From an optimization exercise on the open Yosys and OpenROAD flow, aimed at small area and a short achievable clock period; shortcuts taken in it are not production practice. In this exercise RTL edits were held to simulation tests only and were not proved equivalent to the original. Power figures rest on the tool's default switching activity, not on a simulated workload.

$ cat config.mk
export PLATFORM = sky130hd
export DESIGN_NAME = rv_core
export DESIGN_NICKNAME = rv_core
export VERILOG_FILES = /design/flow/design.v
export SDC_FILE = /design/flow/constraint.sdc
export NUM_CORES = 4
export LEC_CHECK = 0
export CAP_MARGIN = 20
export CORE_MARGIN = 2
export CORE_UTILIZATION = 50
export CTS_CLUSTER_DIAMETER = 100
export CTS_CLUSTER_SIZE = 24
export SETUP_SLACK_MARGIN = 4.8
export SLEW_MARGIN = 20
$ cat constraint.sdc
create_clock -name core_clock -period 8.0 [get_ports {i_clk}]
set_input_delay 1.6000 -clock core_clock [delete_from_list [all_inputs] [get_ports {i_clk}]]
set_output_delay 1.6000 -clock core_clock [all_outputs]
set_load 0.01 [all_outputs]
$ cat design.v
package rv_pkg;
  localparam int XLEN    = 32;
  localparam int NREGS   = 32;
  localparam int SHAMT_W = $clog2(XLEN);
  typedef logic [XLEN-1:0]           word_t;
  typedef logic [31:0]               instr_t;
  typedef logic [$clog2(NREGS)-1:0]  reg_addr_t;
  typedef logic [6:0]                opcode_t;
  typedef logic [6:0]                funct7_t;
  localparam opcode_t OPC_OP     = 7'b0110011;
  localparam opcode_t OPC_OP_IMM = 7'b0010011;
  localparam opcode_t OPC_LUI    = 7'b0110111;
  localparam funct7_t F7_BASE = 7'b0000000;
  localparam funct7_t F7_ALT  = 7'b0100000;
  typedef struct packed {
    logic sub;      
    logic r_add;    
    logic r_lt;     
    logic lt_u;     
    logic r_xor;
    logic r_or;
    logic r_and;
    logic r_sll;    
    logic r_sr;     
    logic arith;    
  } alu_ctl_t;
endpackage
`timescale 1ns/1ps
module rv_regfile (
  input  logic              i_clk,
  input  logic              i_rst_n,
  input  logic              i_wr_en,
  input  rv_pkg::reg_addr_t i_wr_addr,
  input  rv_pkg::word_t     i_wr_data,
  input  logic              i_pend_en,
  input  rv_pkg::reg_addr_t i_pend_addr,
  input  logic              i_rs1_en,
  input  rv_pkg::reg_addr_t i_rs1_addr,
  input  logic              i_rs2_en,
  input  rv_pkg::reg_addr_t i_rs2_addr,
  output rv_pkg::word_t     o_rs1_data,
  output rv_pkg::word_t     o_rs2_data
);
  rv_pkg::word_t regs [1:rv_pkg::NREGS-1];
  logic [rv_pkg::NREGS-1:1] valid;
  logic [rv_pkg::NREGS-1:1] wsel;
  logic [rv_pkg::NREGS-1:1] pend;
  logic [rv_pkg::NREGS-1:1] cur;
  logic [rv_pkg::NREGS-1:1] sel1;
  logic [rv_pkg::NREGS-1:1] sel2;
  logic                     fwd1;
  logic                     fwd2;
  for (genvar i = 1; i < rv_pkg::NREGS; i++) begin : g_reg
    assign wsel[i] = i_wr_en && (i_wr_addr == i);
    assign pend[i] = i_pend_en && (i_pend_addr == i);
    assign cur[i]  = valid[i] && !pend[i];
    assign sel1[i] = i_rs1_en && cur[i] && (i_rs1_addr == i);
    assign sel2[i] = i_rs2_en && cur[i] && (i_rs2_addr == i);
    always_ff @(posedge i_clk or negedge i_rst_n) begin
      if (!i_rst_n) begin
        valid[i] <= 1'b0;
      end else begin
        valid[i] <= (valid[i] || wsel[i]) && !pend[i];
      end
    end
    always_ff @(posedge i_clk) begin
      if (wsel[i]) begin
        regs[i] <= i_wr_data;
      end
    end
  end
  assign fwd1 = i_rs1_en && i_wr_en && (i_wr_addr == i_rs1_addr) &&
                !(i_pend_en && (i_pend_addr == i_rs1_addr));
  assign fwd2 = i_rs2_en && i_wr_en && (i_wr_addr == i_rs2_addr) &&
                !(i_pend_en && (i_pend_addr == i_rs2_addr));
  always_comb begin
    o_rs1_data = {rv_pkg::XLEN{fwd1}} & i_wr_data;
    o_rs2_data = {rv_pkg::XLEN{fwd2}} & i_wr_data;
    for (int i = 1; i < rv_pkg::NREGS; i++) begin
      o_rs1_data = o_rs1_data | ({rv_pkg::XLEN{sel1[i]}} & regs[i]);
      o_rs2_data = o_rs2_data | ({rv_pkg::XLEN{sel2[i]}} & regs[i]);
    end
  end
endmodule
`timescale 1ns/1ps
module rv_decode (
  input  logic              i_clk,
  input  logic              i_rst_n,
  input  logic              i_instr_vld,
  input  rv_pkg::instr_t    i_instr,
  output logic              o_rs1_en,
  output rv_pkg::reg_addr_t o_rs1_addr,
  output logic              o_rs2_en,
  output rv_pkg::reg_addr_t o_rs2_addr,
  input  rv_pkg::word_t     i_rs1_data,
  input  rv_pkg::word_t     i_rs2_data,
  output logic              o_ex_wen,
  output rv_pkg::reg_addr_t o_ex_rd,
  output rv_pkg::alu_ctl_t  o_ex_ctl,
  output logic              o_ex_fa,
  output logic              o_ex_fb,
  output rv_pkg::word_t     o_ex_a,
  output rv_pkg::word_t     o_ex_b,
  output logic              o_illegal
);
  rv_pkg::opcode_t   opcode;
  logic [2:0]        funct3;
  rv_pkg::funct7_t   funct7;
  rv_pkg::reg_addr_t rd;
  rv_pkg::reg_addr_t rs1;
  rv_pkg::reg_addr_t rs2;
  logic              is_op;
  logic              is_imm;
  logic              is_lui;
  logic              f7_base;
  logic              f7_alt;
  logic              legal;
  logic              alt;
  logic              use_rs1;
  logic              use_rs2;
  logic              a1, b1;
  rv_pkg::word_t     imm;
  rv_pkg::alu_ctl_t  ctl;
  assign opcode = i_instr[6:0];
  assign rd     = i_instr[11:7];
  assign funct3 = i_instr[14:12];
  assign rs1    = i_instr[19:15];
  assign rs2    = i_instr[24:20];
  assign funct7 = i_instr[31:25];
  assign is_op   = (opcode == rv_pkg::OPC_OP);
  assign is_imm  = (opcode == rv_pkg::OPC_OP_IMM);
  assign is_lui  = (opcode == rv_pkg::OPC_LUI);
  assign f7_base = (funct7 == rv_pkg::F7_BASE);
  assign f7_alt  = (funct7 == rv_pkg::F7_ALT);
  always_comb begin
    case (funct3)
      3'b000:  legal = is_imm || (is_op && (f7_base || f7_alt));
      3'b001:  legal = (is_imm || is_op) && f7_base;
      3'b101:  legal = (is_imm || is_op) && (f7_base || f7_alt);
      default: legal = is_imm || (is_op && f7_base);
    endcase
    legal = legal || is_lui;
  end
  assign alt = f7_alt && (is_op || funct3 == 3'b101);
  always_comb begin
    ctl       = '0;
    ctl.sub   = !is_lui && ((funct3 == 3'b000 && alt && is_op) ||
                            funct3 == 3'b010 || funct3 == 3'b011);
    ctl.r_add = is_lui || funct3 == 3'b000;
    ctl.r_lt  = !is_lui && (funct3 == 3'b010 || funct3 == 3'b011);
    ctl.lt_u  = funct3[0];
    ctl.r_xor = !is_lui && funct3 == 3'b100;
    ctl.r_or  = !is_lui && funct3 == 3'b110;
    ctl.r_and = !is_lui && funct3 == 3'b111;
    ctl.r_sll = !is_lui && funct3 == 3'b001;
    ctl.r_sr  = !is_lui && funct3 == 3'b101;
    ctl.arith = alt;
  end
  assign imm = i_instr[2] ? {i_instr[31:12], 12'b0} : {{20{i_instr[31]}}, i_instr[31:20]};
  assign use_rs1 = !i_instr[2];
  assign use_rs2 = i_instr[5] && !i_instr[2];
  assign o_rs1_en   = use_rs1;
  assign o_rs1_addr = rs1;
  assign o_rs2_en   = use_rs2;
  assign o_rs2_addr = rs2;
  assign a1 = use_rs1 && o_ex_wen && (o_ex_rd == rs1);
  assign b1 = use_rs2 && o_ex_wen && (o_ex_rd == rs2);
  always_ff @(posedge i_clk or negedge i_rst_n) begin
    if (!i_rst_n) begin
      o_ex_wen  <= 1'b0;
      o_illegal <= 1'b0;
    end else begin
      o_ex_wen  <= i_instr_vld && legal && (rd != '0);
      o_illegal <= i_instr_vld && !legal;
    end
  end
  always_ff @(posedge i_clk) begin
    o_ex_rd  <= rd;
    o_ex_ctl <= ctl;
    o_ex_fa  <= a1;
    o_ex_fb  <= b1;
    o_ex_a   <= i_rs1_data;
    o_ex_b   <= i_rs2_data | (imm & {rv_pkg::XLEN{!use_rs2}});
  end
endmodule
`timescale 1ns/1ps
module rv_execute (
  input  logic              i_clk,
  input  logic              i_rst_n,
  input  logic              i_ex_wen,
  input  rv_pkg::reg_addr_t i_ex_rd,
  input  rv_pkg::alu_ctl_t  i_ex_ctl,
  input  logic              i_ex_fa,
  input  logic              i_ex_fb,
  input  rv_pkg::word_t     i_ex_a,
  input  rv_pkg::word_t     i_ex_b,
  output logic              o_res_wen,
  output rv_pkg::reg_addr_t o_res_rd,
  output rv_pkg::word_t     o_res_data
);
  rv_pkg::word_t a;
  rv_pkg::word_t b;
  rv_pkg::word_t b_x;
  logic [32:0]   sum_c;
  rv_pkg::word_t sum;
  logic          cout;
  logic          lt;
  rv_pkg::word_t sh_in;
  rv_pkg::word_t sh;
  rv_pkg::word_t sh_rev;
  logic          fill;
  rv_pkg::word_t alu;
  function automatic rv_pkg::word_t rev(input rv_pkg::word_t x);
    for (int i = 0; i < rv_pkg::XLEN; i++) rev[i] = x[rv_pkg::XLEN-1-i];
  endfunction
  assign a = ({rv_pkg::XLEN{i_ex_fa}} & o_res_data) | i_ex_a;
  assign b = ({rv_pkg::XLEN{i_ex_fb}} & o_res_data) | i_ex_b;
  assign b_x = b ^ {rv_pkg::XLEN{i_ex_ctl.sub}};
  logic [33:0] sum_w;
  assign sum_w = {1'b0, a, 1'b1} + {1'b0, b_x, i_ex_ctl.sub};
  assign sum_c = sum_w[33:1];
  assign sum   = sum_c[31:0];
  assign cout  = sum_c[32];
  assign lt = i_ex_ctl.lt_u ? !cout : ((a[31] ^ b[31]) ? a[31] : sum[31]);
  assign fill  = i_ex_ctl.arith && a[31];
  assign sh_in = i_ex_ctl.r_sll ? rev(a) : a;
  always_comb begin
    sh = sh_in;
    for (int k = 0; k < rv_pkg::SHAMT_W; k++) begin
      if (b[k]) sh = (sh >> (1 << k)) | ({rv_pkg::XLEN{fill}} & ~({rv_pkg::XLEN{1'b1}} >> (1 << k)));
    end
  end
  assign sh_rev = rev(sh);
  assign alu = ({rv_pkg::XLEN{i_ex_ctl.r_add}} & sum) |
               ({rv_pkg::XLEN{i_ex_ctl.r_lt}}  & {31'b0, lt}) |
               ({rv_pkg::XLEN{i_ex_ctl.r_xor}} & (a ^ b)) |
               ({rv_pkg::XLEN{i_ex_ctl.r_or}}  & (a | b)) |
               ({rv_pkg::XLEN{i_ex_ctl.r_and}} & (a & b)) |
               ({rv_pkg::XLEN{i_ex_ctl.r_sll}} & sh_rev) |
               ({rv_pkg::XLEN{i_ex_ctl.r_sr}}  & sh);
  always_ff @(posedge i_clk or negedge i_rst_n) begin
    if (!i_rst_n) begin
      o_res_wen <= 1'b0;
    end else begin
      o_res_wen <= i_ex_wen;
    end
  end
  always_ff @(posedge i_clk) begin
    o_res_rd    <= i_ex_rd;
    o_res_data  <= alu;
  end
endmodule
`timescale 1ns/1ps
module rv_result (
  input  logic              i_clk,
  input  logic              i_rst_n,
  input  logic              i_res_wen,
  input  rv_pkg::reg_addr_t i_res_rd,
  input  rv_pkg::word_t     i_res_data,
  output logic              o_wr_en,
  output rv_pkg::reg_addr_t o_wr_addr,
  output rv_pkg::word_t     o_wr_data,
  output logic              o_wb_vld,
  output rv_pkg::reg_addr_t o_wb_rd,
  output rv_pkg::word_t     o_wb_data,
  output rv_pkg::word_t     o_retired
);
  assign o_wr_en   = i_res_wen;
  assign o_wr_addr = i_res_rd;
  assign o_wr_data = i_res_data;
  assign o_wb_vld  = i_res_wen;
  assign o_wb_rd   = i_res_rd;
  assign o_wb_data = i_res_data;
  always_ff @(posedge i_clk or negedge i_rst_n) begin
    if (!i_rst_n) begin
      o_retired <= '0;
    end else if (i_res_wen) begin
      o_retired <= o_retired + 1'b1;
    end
  end
endmodule
`timescale 1ns/1ps
module rv_core (
  input  logic              i_clk,
  input  logic              i_rst_n,
  input  logic              i_instr_vld,
  input  rv_pkg::instr_t    i_instr,
  output logic              o_wb_vld,
  output rv_pkg::reg_addr_t o_wb_rd,
  output rv_pkg::word_t     o_wb_data,
  output logic              o_illegal,
  output rv_pkg::word_t     o_retired
);
  logic              rs1_en;
  rv_pkg::reg_addr_t rs1_addr;
  logic              rs2_en;
  rv_pkg::reg_addr_t rs2_addr;
  rv_pkg::word_t     rs1_data;
  rv_pkg::word_t     rs2_data;
  logic              ex_wen;
  rv_pkg::reg_addr_t ex_rd;
  rv_pkg::alu_ctl_t  ex_ctl;
  logic              ex_fa;
  logic              ex_fb;
  rv_pkg::word_t     ex_a;
  rv_pkg::word_t     ex_b;
  logic              res_wen;
  rv_pkg::reg_addr_t res_rd;
  rv_pkg::word_t     res_data;
  logic              wr_en;
  rv_pkg::reg_addr_t wr_addr;
  rv_pkg::word_t     wr_data;
  rv_decode rv_decode_inst (
    .i_clk       (i_clk),
    .i_rst_n     (i_rst_n),
    .i_instr_vld (i_instr_vld),
    .i_instr     (i_instr),
    .o_rs1_en    (rs1_en),
    .o_rs1_addr  (rs1_addr),
    .o_rs2_en    (rs2_en),
    .o_rs2_addr  (rs2_addr),
    .i_rs1_data  (rs1_data),
    .i_rs2_data  (rs2_data),
    .o_ex_wen    (ex_wen),
    .o_ex_rd     (ex_rd),
    .o_ex_ctl    (ex_ctl),
    .o_ex_fa     (ex_fa),
    .o_ex_fb     (ex_fb),
    .o_ex_a      (ex_a),
    .o_ex_b      (ex_b),
    .o_illegal   (o_illegal)
  );
  rv_regfile rv_regfile_inst (
    .i_clk      (i_clk),
    .i_rst_n    (i_rst_n),
    .i_wr_en    (wr_en),
    .i_wr_addr  (wr_addr),
    .i_wr_data  (wr_data),
    .i_pend_en  (ex_wen),
    .i_pend_addr(ex_rd),
    .i_rs1_en   (rs1_en),
    .i_rs1_addr (rs1_addr),
    .i_rs2_en   (rs2_en),
    .i_rs2_addr (rs2_addr),
    .o_rs1_data (rs1_data),
    .o_rs2_data (rs2_data)
  );
  rv_execute rv_execute_inst (
    .i_clk       (i_clk),
    .i_rst_n     (i_rst_n),
    .i_ex_wen    (ex_wen),
    .i_ex_rd     (ex_rd),
    .i_ex_ctl    (ex_ctl),
    .i_ex_fa     (ex_fa),
    .i_ex_fb     (ex_fb),
    .i_ex_a      (ex_a),
    .i_ex_b      (ex_b),
    .o_res_wen   (res_wen),
    .o_res_rd    (res_rd),
    .o_res_data  (res_data)
  );
  rv_result rv_result_inst (
    .i_clk      (i_clk),
    .i_rst_n    (i_rst_n),
    .i_res_wen  (res_wen),
    .i_res_rd   (res_rd),
    .i_res_data (res_data),
    .o_wr_en    (wr_en),
    .o_wr_addr  (wr_addr),
    .o_wr_data  (wr_data),
    .o_wb_vld   (o_wb_vld),
    .o_wb_rd    (o_wb_rd),
    .o_wb_data  (o_wb_data),
    .o_retired  (o_retired)
  );
endmodule
$ cat flow/run.sh
#!/bin/bash
# The standard layout, with the port buffers made of buf_4 cells instead of
# the default delay buffer (every input and output port is still buffered).
set -euo pipefail
bash standard.sh "BUFFER_PORTS_ARGS=-buffer_cell sky130_fd_sc_hd__buf_4" finish > orfs_make.log 2>&1
$ cat standard.sh
#!/bin/bash
# synth_recipe.tcl (not shown) runs the flow's synth.tcl, then flattens the netlist and writes it again
# the make line also repeats each setting of config.mk as NAME=value (left out here)
make -C /OpenROAD-flow-scripts/flow DESIGN_CONFIG=/design/flow/config.mk WORK_HOME=/design/flow/orfs CLKGATE_MAP_FILE= SYNTH_SCRIPT=/design/flow/synth_recipe.tcl "${@:-finish}"
==> results of run 1 <==
how the worst max path moves through the flow:
stage | startpoint | endpoint | slack, ns | cells after the start
after floorplan | i_instr[24] | rv_decode_inst.o_ex_b[23] | 4.63 | 10
after global placement | i_instr[2] | rv_decode_inst.o_ex_b[21] | 2.75 | 8
after detailed placement | i_instr[2] | rv_decode_inst.o_ex_b[0] | 3.03 | 9
after CTS | i_instr[20] | rv_decode_inst.o_ex_b[14] | 4.67 | 9
after global routing | rv_decode_inst.o_ex_fb | rv_execute_inst.o_res_data[20] | 4.68 | 14
final | rv_execute_inst.o_res_rd[0] | rv_regfile_inst.regs[13][7] | 4.66 | 3
stage by stage:
step | area [um^2] | util [%]
2_1_floorplan | 56200 | -
3_3_place_gp | 59000 | 54.2
3_5_place_dp | 59000 | 54.3
4_1_cts | 63200 | 58.1
5_1_grt | 64800 | 59.6
6_report | 64900 | 59.7
cell usage after synthesis, drive strengths merged (8+ instances only):
master     n
ha        97
a222oi    34
nand4    151
dfxtp    118
mux2i     42
nand2b    17
nor2b     17
a221o     18
a22o     216
o211ai    18
o22a      18
and2      20
a221oi   256
xor2      33
a22oi    522
or3       33
clkbuf   244
mux4      16
mux2      50
o221ai     9
xnor2     74
and3      32
dfrtp     66
nor2      98
a21oi    111
nand3    117
a31oi     10
a21o      55
a211o      8
inv       79
nand2    238
buf       67
nor3      74
nor4      27
o21ai    101
a211oi    29
edfxtp   992
a2111oi   21
o21a      20
cells in the final DEF (no fill, tap or decap), drive strengths merged, types with 18 or more instances in the layout:
| master | count |
|---|---|
| a22o | 216 |
| xor2 | 33 |
| a211oi | 29 |
| buf | 435 |
| a21o | 56 |
| ha | 97 |
| a221oi | 256 |
| nor4 | 27 |
| a22oi | 522 |
| edfxtp | 992 |
| and3 | 33 |
| dfxtp | 118 |
| nand3 | 117 |
| a2111oi | 21 |
| mux2i | 42 |
| o21ai | 101 |
| dfrtp | 66 |
| o21a | 20 |
| a222oi | 34 |
| xnor2 | 74 |
| inv | 80 |
| a221o | 18 |
| clkbuf | 107 |
| nand4 | 151 |
| nor3 | 74 |
| o211ai | 18 |
| mux2 | 50 |
| a21oi | 111 |
| and2 | 20 |
| nand2 | 238 |
| or3 | 33 |
| nor2 | 98 |
| o22a | 18 |
final cells by class:
| class | count | share of cell area (%) |
|---|---|---|
| Multi-Input combinational cell | 2668 | 34.2 |
| Tap cell | 1414 | 2.73 |
| Sequential cell | 1176 | 52.2 |
| Antenna cell | 14 | 0.0540 |
| Timing Repair Buffer | 451 | 7.38 |
| Inverter | 80 | 0.619 |
| Clock inverter | 7 | 0.233 |
| Timing Repair inverter | 3 | 0.0405 |
| Clock buffer | 100 | 2.50 |
logic make-up (layout without fill, tap and decap cells):
family | Yosys count | in the layout | synth area share, %
XOR/XNOR | 107 | 107 | 1.71
AO/OA/AOI/OAI | 1501 | 1502 | 21.2
adder cells (fa/ha/maj) | 97 | 97 | 2.22
buffers and inverters | 391 | 641 | 2.78
other | 0 | 14 | 0
multiplexers | 108 | 108 | 2.46
flip-flops | 1176 | 1176 | 61.8
AND/OR/NAND/NOR | 853 | 854 | 7.88
state kept, by name (all words and copies together) (netlist names):
signal / count
rv_execute_inst.o_res_wen: 1
rv_decode_inst.o_ex_rd: 5
rv_decode_inst.o_ex_fb: 1
rv_decode_inst.o_ex_ctl: 10
rv_decode_inst.o_ex_a: 32
rv_result_inst.o_retired: 32
rv_decode_inst.o_ex_wen: 1
rv_regfile_inst.valid: 31
rv_decode_inst.o_illegal: 1
rv_execute_inst.o_res_rd: 5
rv_execute_inst.o_res_data: 32
rv_regfile_inst.regs: 992
rv_decode_inst.o_ex_b: 32
rv_decode_inst.o_ex_fa: 1
metal layers:
metal	wire length (um)	GRT usage (%)	vias to the layer above	part of all wire [%]
met2	111000	66.7	5980	38
met1	96300	62.9	24100	33
met5	465	1.61	-	0.16
met4	27700	33.4	20	9.5
met3	55900	25.5	1795	19
li1	-	-	17900	-
power groups by stage:
stage | clock, mW | sequential [mW] | combinational, mW
CTS | 3.47 | 6.79 | 0.779
global route | 3.69 | 6.80 | 0.902
detailed placement | 0 | 6.96 | 0.622
floorplan | 0 | 6.97 | 0.291
global placement | 0 | 6.96 | 0.620
finish | 3.52 | 6.80 | 0.881
what timing repair did:
| action | CTS | global route |
|---|---|---|
| endpoints found under the setup margin | 168 | 109 |
| pin swaps | 45 | 74 |
| resized for setup | 302 | 195 |
| buffers inserted | 91 | 83 |
| gates cloned | 14 | 6 |
| endpoints found under the hold margin | 0 | 0 |
==> flow_metrics.py, run 1 <==
metrics = {
    "run_status": {
        "status": "timing/DRC/antenna clean",
    },
    "critical_path": {
        "crit_fanout": 19,
        "critPathTopFamily": "simple AND/OR/NAND/NOR gates",
        "reg2regPathDepth": 3,
        "slowest_delay_ns": 1.21,
        "worstPathCellList": "nand2b_1 -> nor2_4 -> buf_4",
        "start_kind": "flop",
        "worst_r2r_endpoint": "rv_regfile_inst.regs[13][7]",
        "cp_data_required_time_ns": 8.38,
        "cp-end-kind": "flop",
        "reg2reg_from": "rv_execute_inst.o_res_rd[0]",
        "cp_num_buf_inv": 1,
        "arrival_ns": 3.72,
        "critPathKind": "reg2reg",
        "slowest_stage": "nor2_4",
        "reg2reg_slack_ns": 4.66,
    },
    "place": {
        "post-dp-hpwl_mm": 156,
        "numPortBuffers": 105,
        "post-place-ws_ns": 3.03,
        "routabilityCongestion": 1.01,
        "dp_cells": 5598,
    },
    "synth": {
        "netlist_area_mm2": 0.0547,
        "yosys.area.top_type": "edfxtp_1",
        "syn_inst": 4233,
        "synth-seq-cells": 1176,
        "synth_edf_count": 992,
        "synth_seq_area_share_pct": 61.8,
        "synth.distinct_cells": 78,
        "ys_async_sr_fraction_pct": 5.61,
        "ys.flop_type": "edfxtp_1",
        "synth_top_cell_area_share_pct": 54.4,
        "syn-num-nets": 4365,
        "yosysWarnings": 5,
        "synth.area.top_cells": "edfxtp_1 54%, a22oi_1 7.2%, dfxtp_1 4.3%, a221oi_1 4.1%, a22o_1 3.5%",
        "syn_avg_cell_area_um2": 12.9,
    },
    "sta": {
        "fmax_mhz": 299,
        "period_minus_slack_ns": 3.34,
        "drv_slew": 0,
        "fin_ws_ns": 4.66,
        "fin_crit_sh_pct": 41.8,
        "skew_ns": 0.0673,
        "worstMarginPinSlew_ns": 1.36,
        "rsz0062_at_grt": "yes",
        "finalHoldViolCount": 0,
        "tns_ns": 0,
        "setup-violations-final": 0,
        "fin_hold_ws_ns": 0.481,
        "relSlewSlack_pct": 9.14,
    },
    "power_and_ir_drop": {
        "p_leak_nw": 24.2,
        "power.internal_mw": 8.43,
        "totalPowerFinal_mw": 11.2,
        "p_per_area_mw_per_mm2": 173,
        "p_switching_mw": 2.77,
        "p_seq_share_pct": 60.7,
        "clockPowerShare_pct": 31.4,
        "ir_drop_uv": 194,
        "switching_share_pct": 24.7,
        "pwr-share-comb_pct": 7.9,
    },
    "die": {
        "dieArea_mm2": 0.112,
        "initial_core_util_pct": 50.3,
        "rows": 121,
        "fp.dieW_um": 335,
        "fp.coreArea_mm2": 0.109,
        "ios": 106,
        "dieHeight_um": 335,
    },
    "final_layout": {
        "layout-drive-gt1-share_pct": 21.8,
        "multiInputGateArea_mm2": 0.0222,
        "final_cells": 5913,
        "regArea_mm2": 0.0339,
        "fill_cells": 8627,
        "layout.nets": 4569,
        "syn_to_final_growth_pct": 18.5,
    },
    "clocking": {
        "path_clk_slew_ns": 0.11,
        "clk_latency_ns": 0.79,
        "numClockSinks": 1176,
        "hold_buffers": 0,
        "cts_max_path_buffers": 3,
        "cts-buffers-inserted": 57,
        "cts_root_buf": "clkbuf_16",
        "cts_tree": "built",
        "htree_levels": 2,
    },
    "flow_run": {
        "cap_violations": 0,
    },
    "worst_hold_path": {
        "min_from": "rv_result_inst.o_retired[31]",
        "hp-class": "reg2reg",
        "holdPathEnd": "rv_result_inst.o_retired[31]",
        "hold_depth": 1,
    },
    "route": {
        "dr.pass1.iters": 12,
        "ant_nets": 0,
        "wl_per_cell_um": 49.2,
        "drc_errors": 0,
        "routed_wirelength_mm": 291,
        "vias": 49800,
        "drt_iter0_drc": 12100,
        "via_per_inst": 8.43,
    },
    "global_routing": {
        "track_usage_pct": 50.0,
        "grt_pass1_wl_mm": 382,
        "antenna_found_initial": 15,
        "grt_pass1_vias": 45100,
        "grt_max_degree": 57,
        "grt_overflow": 0,
    },
}
==> run 2: changes to the inputs <==
--- a/design.v
+++ b/design.v
@@ -15,8 +15,8 @@
   typedef struct packed {
     logic sub;      
     logic r_add;    
-    logic r_lt;     
-    logic lt_u;     
+    logic r_lts;    
+    logic r_ltu;    
     logic r_xor;
     logic r_or;
     logic r_and;
@@ -147,8 +147,8 @@
     ctl.sub   = !is_lui && ((funct3 == 3'b000 && alt && is_op) ||
                             funct3 == 3'b010 || funct3 == 3'b011);
     ctl.r_add = is_lui || funct3 == 3'b000;
-    ctl.r_lt  = !is_lui && (funct3 == 3'b010 || funct3 == 3'b011);
-    ctl.lt_u  = funct3[0];
+    ctl.r_lts = !is_lui && funct3 == 3'b010;
+    ctl.r_ltu = !is_lui && funct3 == 3'b011;
     ctl.r_xor = !is_lui && funct3 == 3'b100;
     ctl.r_or  = !is_lui && funct3 == 3'b110;
     ctl.r_and = !is_lui && funct3 == 3'b111;
@@ -221,7 +221,8 @@
   assign sum_c = sum_w[33:1];
   assign sum   = sum_c[31:0];
   assign cout  = sum_c[32];
-  assign lt = i_ex_ctl.lt_u ? !cout : ((a[31] ^ b[31]) ? a[31] : sum[31]);
+  assign lt = (i_ex_ctl.r_ltu && !cout) ||
+              (i_ex_ctl.r_lts && ((a[31] ^ b[31]) ? a[31] : sum[31]));
   assign fill  = i_ex_ctl.arith && a[31];
   assign sh_in = i_ex_ctl.r_sll ? rev(a) : a;
   always_comb begin
@@ -232,7 +233,7 @@
   end
   assign sh_rev = rev(sh);
   assign alu = ({rv_pkg::XLEN{i_ex_ctl.r_add}} & sum) |
-               ({rv_pkg::XLEN{i_ex_ctl.r_lt}}  & {31'b0, lt}) |
+               {31'b0, lt} |
                ({rv_pkg::XLEN{i_ex_ctl.r_xor}} & (a ^ b)) |
                ({rv_pkg::XLEN{i_ex_ctl.r_or}}  & (a | b)) |
                ({rv_pkg::XLEN{i_ex_ctl.r_and}} & (a & b)) |
==> flow_metrics.py, run 2 <==
metrics = {
    "synth": {
        "syn_inst": 4184,
        "yosysWarnings": 5,
        "synth-seq-cells": 1176,
        "yosys-top-cells-count": "992 x edfxtp_1, 511 x a22oi_1, 262 x a221oi_1",
        "yosys.area.top_type": "edfxtp_1",
        "synth_edf_count": 992,
        "ys.flop_type": "edfxtp_1",
        "syn-num-nets": 4316,
        "synth.distinct_cells": 77,
        "netlist_area_mm2": 0.0545,
        "synth_top_cell_area_share_pct": 54.7,
        "syn_avg_cell_area_um2": 13.0,
        "yosysMostFrequentCell": "edfxtp_1",
        "synth_seq_area_share_pct": 62.1,
        "synth.area.top_cells": "edfxtp_1 55%, a22oi_1 7.0%, dfxtp_1 4.3%, a221oi_1 4.2%, a22o_1 3.6%",
        "ys_async_sr_fraction_pct": 5.61,
    },
    "global_routing": {
        "grt_max_degree": 67,
        "grt_pass1_wl_mm": 376,
        "grt_pass1_vias": 44200,
        "antenna_found_initial": 17,
        "track_usage_pct": 49.4,
        "grt_overflow": 0,
    },
    "sta": {
        "drv_slew": 0,
        "tns_ns": 0,
        "fin_hold_ws_ns": 0.464,
        "fin_crit_sh_pct": 42.4,
        "skew_ns": 0.0409,
        "period_minus_slack_ns": 3.39,
        "rsz0062_at_grt": "yes",
        "setup-violations-final": 0,
        "relSlewSlack_pct": 19.2,
        "worstMarginPinSlew_ns": 1.21,
        "finalHoldViolCount": 0,
        "fmax_mhz": 295,
    },
    "worst_hold_path": {
        "holdPathEnd": "rv_execute_inst.o_res_rd[1]",
        "hp-class": "reg2reg",
        "min_from": "rv_decode_inst.o_ex_rd[1]",
        "hold_depth": 0,
    },
    "route": {
        "drc_errors": 0,
        "vias": 48400,
        "ant_nets": 0,
        "routed_wirelength_mm": 284,
        "dr.pass1.iters": 13,
        "via_per_inst": 8.28,
        "drt_iter0_drc": 11800,
        "wl_per_cell_um": 48.6,
    },
    "die": {
        "dieHeight_um": 334,
        "ios": 106,
        "rows": 121,
        "fp.dieW_um": 334,
        "dieArea_mm2": 0.112,
        "initial_core_util_pct": 50.2,
        "fp.coreArea_mm2": 0.108,
    },
    "critical_path": {
        "reg2reg_slack_ns": 4.63,
        "crit_fanout": 32,
        "cp-end-kind": "flop",
        "cpMostUsedCell": "nand3_1",
        "slowest_delay_ns": 0.55,
        "critPathKind": "in2reg",
        "reg2reg_from": "rv_decode_inst.o_ex_wen",
        "arrival_ns": 3.91,
        "cp_data_required_time_ns": 8.52,
        "reg2regPathDepth": 9,
        "worst_r2r_endpoint": "rv_decode_inst.o_ex_a[26]",
        "worstPathCellList": "buf_4 -> xor2_1 -> nor4_1 -> nand3_1 -> and3_4 -> a2111oi_2 -> nand3_1",
        "slowest_stage": "a2111oi_2",
        "crit_start": "i_instr[17]",
        "start_kind": "input pin",
    },
    "final_layout": {
        "top_register": "rv_regfile_inst.regs",
        "final_common_cell": "edfxtp_1",
        "final_cells": 5842,
        "stdcell_area_mm2": 0.0640,
        "syn_to_final_growth_pct": 17.5,
        "final_cell_mix": "992 x edfxtp_1, 509 x a22oi_1, 294 x buf_4, 224 x a221oi_1, 221 x a22o_1",
        "layout.nets": 4501,
        "utilization_pct": 59.0,
        "layout-drive-gt1-share_pct": 21.5,
        "largest_reg_flops": 992,
    },
    "clocking": {
        "cts_root_buf": "clkbuf_16",
        "cts-buffers-inserted": 58,
        "path_clk_slew_ns": 0.11,
        "clk_latency_ns": 0.74,
        "cts_tree": "built",
        "htree_levels": 2,
        "cts_max_path_buffers": 3,
        "numClockSinks": 1176,
    },
    "power_and_ir_drop": {
        "p_leak_nw": 23.7,
        "p_per_area_mw_per_mm2": 175,
        "ir_drop_uv": 194,
    },
    "place": {
        "placed_area_mm2": 0.0584,
        "dp_cells": 5562,
        "numPortBuffers": 105,
        "routabilityCongestion": 0.990,
        "post-dp-hpwl_mm": 154,
    },
    "flow_run": {
        "cap_violations": 0,
    },
    "run_status": {
        "status": "timing/DRC/antenna clean",
    },
}
run 2: cell count changes after synthesis, sizes merged, moves of 11 or more:
cell,change
o21a,-18
clkbuf,-20
nor2,+16
mux2i,-17
a21o,-18
a2111oi,+14
a22oi,-11
o22a,+14
buf,+15
nand2,-34
run 2: layout make-up:
cell class | instances | area, um^2
antenna | 12 | 30.0
fill | 8578 | 44400
timing repair inverter | 2 | 13.8
timing repair buffer | 428 | 4410
clock buffer | 99 | 1660
clock inverter | 8 | 113
sequential | 1176 | 33900
tap | 1414 | 1770
inverter | 82 | 343
multi-input combinational | 2621 | 21800
run 2: metrics by stage:
| stage | setup WS [ns] | power, mW |
|---|---|---|
| after detailed placement | 3.16 | 7.59 |
| after CTS | 4.65 | 11.1 |
| after global placement | 3.21 | 7.58 |
| after global routing | 4.64 | 11.4 |
| after floorplan | 4.74 | 7.28 |
| final | 4.61 | 11.2 |
run 2: cell families after synthesis:
logic type / after synthesis / share of synthesized area, %
XOR/XNOR: 110 / 1.77
AO/OA/AOI/OAI: 1503 / 21.4
multiplexers: 88 / 2.07
adder cells (fa/ha/maj): 97 / 2.23
AND/OR/NAND/NOR: 822 / 7.63
flip-flops: 1176 / 62.1
buffers and inverters: 388 / 2.89
run 2: worst max path at each step:
stage                                                 to  cells past startpoint
after floorplan                 rv_decode_inst.o_ex_b[9]                     10
final                          rv_decode_inst.o_ex_a[23]                      7
after global placement          rv_decode_inst.o_ex_b[4]                     10
after global routing      rv_execute_inst.o_res_data[16]                     15
after CTS                 rv_execute_inst.o_res_data[16]                     15
after detailed placement        rv_decode_inst.o_ex_b[4]                     10
run 2: what timing repair did:
action	in CTS	in global routing
endpoints found under the setup margin	130	106
hold buffers	0	0
cloned	12	2
pin swaps	67	49
setup buffers	104	43
gates resized for setup	347	160
run 2: power by group:
part / internal, mW / leakage (nW) / total, mW / switching, mW
clock: 1.45 / 0.843 / 3.53 / 2.08
combinational: 0.292 / 10.2 / 0.892 / 0.600
sequential: 6.73 / 12.7 / 6.80 / 0.0719
total: 8.47 / 23.7 / 11.2 / 2.75
run 2: worst max-delay path: cells and delay by family:
kind / cells / cell delay (ns)
AND/OR/NAND/NOR: 4 / 1.35
buffers and inverters: 1 / 0.17
XOR/XNOR: 1 / 0.17
AO/OA/AOI/OAI: 1 / 0.55
run 2: layer usage:
layer,part of all wire [%],GRT usage [%],routed length (um)
met5,0.13,0,381
met4,9.2,33.8,26200
met3,18,21.1,50400
met2,40,69.2,115000
met1,32,61.7,92100
==> run 3: changes to the inputs <==
--- a/design.v
+++ b/design.v
@@ -34,6 +34,8 @@
   input  rv_pkg::word_t     i_wr_data,
   input  logic              i_pend_en,
   input  rv_pkg::reg_addr_t i_pend_addr,
+  input  logic              i_dec_en,
+  input  rv_pkg::reg_addr_t i_dec_addr,
   input  logic              i_rs1_en,
   input  rv_pkg::reg_addr_t i_rs1_addr,
   input  logic              i_rs2_en,
@@ -45,7 +47,7 @@
   logic [rv_pkg::NREGS-1:1] valid;
   logic [rv_pkg::NREGS-1:1] wsel;
   logic [rv_pkg::NREGS-1:1] pend;
-  logic [rv_pkg::NREGS-1:1] cur;
+  logic [rv_pkg::NREGS-1:1] dpnd;
   logic [rv_pkg::NREGS-1:1] sel1;
   logic [rv_pkg::NREGS-1:1] sel2;
   logic                     fwd1;
@@ -53,14 +55,14 @@
   for (genvar i = 1; i < rv_pkg::NREGS; i++) begin : g_reg
     assign wsel[i] = i_wr_en && (i_wr_addr == i);
     assign pend[i] = i_pend_en && (i_pend_addr == i);
-    assign cur[i]  = valid[i] && !pend[i];
-    assign sel1[i] = i_rs1_en && cur[i] && (i_rs1_addr == i);
-    assign sel2[i] = i_rs2_en && cur[i] && (i_rs2_addr == i);
+    assign dpnd[i] = i_dec_en && (i_dec_addr == i);
+    assign sel1[i] = i_rs1_en && valid[i] && (i_rs1_addr == i);
+    assign sel2[i] = i_rs2_en && valid[i] && (i_rs2_addr == i);
     always_ff @(posedge i_clk or negedge i_rst_n) begin
       if (!i_rst_n) begin
         valid[i] <= 1'b0;
       end else begin
-        valid[i] <= (valid[i] || wsel[i]) && !pend[i];
+        valid[i] <= (valid[i] || wsel[i]) && !pend[i] && !dpnd[i];
       end
     end
     always_ff @(posedge i_clk) begin
@@ -94,6 +96,8 @@
   output rv_pkg::reg_addr_t o_rs2_addr,
   input  rv_pkg::word_t     i_rs1_data,
   input  rv_pkg::word_t     i_rs2_data,
+  output logic              o_dec_wen,
+  output rv_pkg::reg_addr_t o_dec_rd,
   output logic              o_ex_wen,
   output rv_pkg::reg_addr_t o_ex_rd,
   output rv_pkg::alu_ctl_t  o_ex_ctl,
@@ -165,12 +169,14 @@
   assign o_rs2_addr = rs2;
   assign a1 = use_rs1 && o_ex_wen && (o_ex_rd == rs1);
   assign b1 = use_rs2 && o_ex_wen && (o_ex_rd == rs2);
+  assign o_dec_wen = i_instr_vld && legal && (rd != '0);
+  assign o_dec_rd  = rd;
   always_ff @(posedge i_clk or negedge i_rst_n) begin
     if (!i_rst_n) begin
       o_ex_wen  <= 1'b0;
       o_illegal <= 1'b0;
     end else begin
-      o_ex_wen  <= i_instr_vld && legal && (rd != '0);
+      o_ex_wen  <= o_dec_wen;
       o_illegal <= i_instr_vld && !legal;
     end
   end
@@ -298,6 +304,8 @@
   rv_pkg::reg_addr_t rs2_addr;
   rv_pkg::word_t     rs1_data;
   rv_pkg::word_t     rs2_data;
+  logic              dec_wen;
+  rv_pkg::reg_addr_t dec_rd;
   logic              ex_wen;
   rv_pkg::reg_addr_t ex_rd;
   rv_pkg::alu_ctl_t  ex_ctl;
@@ -322,6 +330,8 @@
     .o_rs2_addr  (rs2_addr),
     .i_rs1_data  (rs1_data),
     .i_rs2_data  (rs2_data),
+    .o_dec_wen   (dec_wen),
+    .o_dec_rd    (dec_rd),
     .o_ex_wen    (ex_wen),
     .o_ex_rd     (ex_rd),
     .o_ex_ctl    (ex_ctl),
@@ -339,6 +349,8 @@
     .i_wr_data  (wr_data),
     .i_pend_en  (ex_wen),
     .i_pend_addr(ex_rd),
+    .i_dec_en   (dec_wen),
+    .i_dec_addr (dec_rd),
     .i_rs1_en   (rs1_en),
     .i_rs1_addr (rs1_addr),
     .i_rs2_en   (rs2_en),
==> flow_metrics.py, run 3 <==
metrics = {
    "clocking": {
        "cts_max_path_buffers": 3,
        "numClockSinks": 1176,
        "clk_latency_ns": 0.77,
        "hold_buffers": 0,
        "cts_root_buf": "clkbuf_16",
        "cts-buffers-inserted": 58,
        "cts_tree": "built",
        "htree_levels": 2,
        "path_clk_slew_ns": 0.11,
    },
    "route": {
        "routed_wirelength_mm": 292,
        "ant_nets": 0,
        "wl_per_cell_um": 49.3,
        "vias": 50200,
        "drt_iter0_drc": 14100,
        "drc_errors": 0,
        "dr.pass1.iters": 17,
        "via_per_inst": 8.46,
    },
    "sta": {
        "rsz0062_at_grt": "yes",
        "relSlewSlack_pct": 14.7,
        "worstMarginPinSlew_ns": 1.28,
        "setup-violations-final": 0,
        "drv_slew": 0,
        "skew_ns": 0.0658,
        "fmax_mhz": 290,
        "period_minus_slack_ns": 3.45,
        "fin_crit_sh_pct": 43.1,
        "tns_ns": 0,
        "finalHoldViolCount": 0,
    },
    "critical_path": {
        "crit_path_end": "rv_execute_inst.o_res_data[0]",
        "arrival_ns": 4.06,
        "reg2reg_slack_ns": 4.55,
        "start_kind": "flop",
        "reg2reg_from": "rv_decode_inst.o_ex_fb",
        "crit_start": "rv_decode_inst.o_ex_fb",
        "worst_r2r_endpoint": "rv_execute_inst.o_res_data[0]",
        "crit_fanout": 4,
        "cp-end-kind": "flop",
        "critPathKind": "reg2reg",
        "cp_data_required_time_ns": 8.61,
        "reg2regPathDepth": 17,
    },
    "power_and_ir_drop": {
        "ir_drop_uv": 191,
        "p_leak_nw": 21.9,
        "p_per_area_mw_per_mm2": 205,
    },
    "synth": {
        "ys.flop_type": "edfxtp_1",
        "syn-num-nets": 4429,
        "synth-seq-cells": 1176,
        "yosysMostFrequentCell": "edfxtp_1",
        "yosysWarnings": 5,
        "syn_avg_cell_area_um2": 12.8,
        "synth_seq_area_share_pct": 61.5,
        "synth_edf_count": 992,
        "syn_inst": 4297,
        "synth.area.top_cells": "edfxtp_1 54%, a22oi_1 9.2%, dfxtp_1 4.3%, a221oi_1 3.2%, dfrtp_1 3.0%",
        "ys_async_sr_fraction_pct": 5.61,
        "yosys-top-cells-count": "992 x edfxtp_1, 671 x a22oi_1, 273 x clkbuf_1",
        "netlist_area_mm2": 0.0549,
        "yosys.area.top_type": "edfxtp_1",
        "synth.distinct_cells": 83,
        "synth_top_cell_area_share_pct": 54.2,
    },
    "die": {
        "ios": 106,
        "dieHeight_um": 335,
        "fp.dieW_um": 335,
        "fp.coreArea_mm2": 0.109,
        "rows": 121,
        "dieArea_mm2": 0.113,
        "initial_core_util_pct": 50.5,
    },
    "global_routing": {
        "track_usage_pct": 50.0,
        "grt_overflow": 0,
        "grt_max_degree": 67,
        "grt_pass1_wl_mm": 382,
        "grt_pass1_vias": 45500,
        "antenna_found_initial": 20,
    },
    "place": {
        "numPortBuffers": 105,
        "routabilityCongestion": 0.977,
        "post-dp-hpwl_mm": 152,
    },
    "final_layout": {
        "syn_to_final_growth_pct": 17.3,
        "layout-drive-gt1-share_pct": 22.4,
        "layout.nets": 4583,
        "final_common_cell": "edfxtp_1",
        "top_register": "rv_regfile_inst.regs",
        "utilization_pct": 59.2,
        "final_cell_mix": "992 x edfxtp_1, 650 x a22oi_1, 313 x buf_4, 173 x nand2_1, 170 x nand4_1",
        "largest_reg_flops": 992,
        "fill_cells": 8536,
    },
    "run_status": {
        "status": "timing/DRC/antenna clean",
    },
    "worst_hold_path": {
        "hp-class": "reg2reg",
    },
    "flow_run": {
        "cap_violations": 0,
    },
}
run 3: cell count changes after synthesis, sizes merged, moves of 16 or more:
cell    change
nand2      -27
a21oi      +32
a221oi     -65
o21ai      -16
a22o       -81
nor3       -18
nand4      +24
nor2b      +17
clkbuf     +49
and3       +44
a22oi     +160
nor2       +20
o22a       -31
or3        -36
run 3: timing repair:
item                       in CTS  in global routing
resized for setup             329                138
setup endpoints to repair     157                125
gates cloned                   21                  7
setup buffers                 109                 80
pin swaps                      80                 64
run 3: routing by layer:
| layer | track usage, % | up-vias | share of wire (%) |
|---|---|---|---|
| met1 | 61.7 | 24000 | 32 |
| met2 | 65.3 | 6145 | 37 |
| li1 | - | 18000 | - |
| met4 | 38.7 | 28 | 11 |
| met5 | 2.00 | - | 0.24 |
| met3 | 25.5 | 2040 | 19 |
run 3: cell families after synthesis:
logic type	count (synthesis)	synth area share, %
flip-flops	1176	61.5
multiplexers	95	2.29
adder cells (fa/ha/maj)	97	2.21
AO/OA/AOI/OAI	1521	21.0
buffers and inverters	447	3.27
XOR/XNOR	105	1.67
AND/OR/NAND/NOR	856	8.01
run 3: critical path: stages, from the launching register on:
cell and delay [ns]:
dfxtp_4 0.40, buf_12 0.14, buf_16 0.16, a21oi_4 0.20
xnor2_2 0.10, ha_4 0.31, buf_6 0.11, nand3_4 0.08
buf_4 0.15, o22ai_4 0.32, o211ai_1 0.18, o221ai_4 0.11
buf_12 0.15, o211ai_1 0.08, buf_4 0.17, a31oi_4 0.19
mux2i_1 0.11, a221o_1 0.33
run 3: worst min-delay path by stage:
stage	from	cells after the start	end	slack (ns)
2_1_floorplan	rv_decode_inst.o_ex_rd[2]	0	rv_execute_inst.o_res_rd[2]	0.33
3_3_place_gp	rv_result_inst.o_retired[31]	1	rv_result_inst.o_retired[31]	0.47
3_5_place_dp	rv_result_inst.o_retired[31]	1	rv_result_inst.o_retired[31]	0.47
4_1_cts	rv_decode_inst.o_ex_rd[4]	0	rv_execute_inst.o_res_rd[4]	0.48
5_1_grt	rv_result_inst.o_retired[31]	1	rv_result_inst.o_retired[31]	0.50
6_report	rv_result_inst.o_retired[31]	1	rv_result_inst.o_retired[31]	0.48
run 3: power by group:
group          switching, mW  leakage (nW)  internal [mW]
clock network           2.10         0.835           1.42
logic                   1.57          10.2          0.853
registers              0.239          10.8           7.02
run 3: area by class of cell:
type	instances	area [um^2]	share of cell area, %
sequential	1176	33900	52.6
multi-input combinational	2687	21900	34.0
timing repair buffer	448	4700	7.29
tap	1414	1770	2.75
clock buffer	98	1610	2.50
inverter	78	327	0.507
clock inverter	10	160	0.249
antenna	21	52.6	0.0816
timing repair inverter	2	17.5	0.0272
run 3: metrics by stage:
stage	instance area (um^2)	setup WS (ns)	power, mW	hold slack (ns)	std cells
2_1_floorplan	57000	4.68	8.38	0.329	4297
3_3_place_gp	58300	2.57	9.16	0.468	5586
3_5_place_dp	58400	2.64	9.17	0.466	5587
4_1_cts	63000	4.65	12.9	0.484	5825
5_1_grt	64400	4.47	13.4	0.504	5917
6_report	64400	4.55	13.2	0.484	5934

-- afterwards: timing with drivers on the ports --
The results above use ideal ports. As a check the final layouts listed here were re-extracted and re-timed, cells and wires unchanged.
Step 1 assumes that a clkbuf_16 drives the clock port and a buf_2 every other input.
Step 2 moves the port delays by t, midway between the first and last clock arrival at a register: inputs arrive t later, outputs are due t later. That takes back most of the time a late clock gives input paths.
Slacks: ideal / step 1 / step 2; pairs: ideal / step 1.
| run | shift t [ns] | slack for setup (ns) | hold WS [ns] | worst setup path after step 2 | worst slew at a driven data input, ns |
|---|---|---|---|---|---|
| run 1 | 0.836 | 4.659 / 4.583 / 3.747 | 0.481 / 0.481 / 0.481 | input to register | 0.23 |
| run 2 | 0.780 | 4.612 / 4.528 / 3.747 | 0.464 / 0.464 / 0.464 | input to register | 0.32 |
| run 3 | 0.812 | 4.550 / 4.550 / 3.847 | 0.484 / 0.484 / 0.484 | input to register | 0.08 |
After both steps setup and hold are still met in every run listed. For run 1, which loses most, drivers alone change the setup slack by -0.076 ns; drivers and shift together by -0.912 ns.
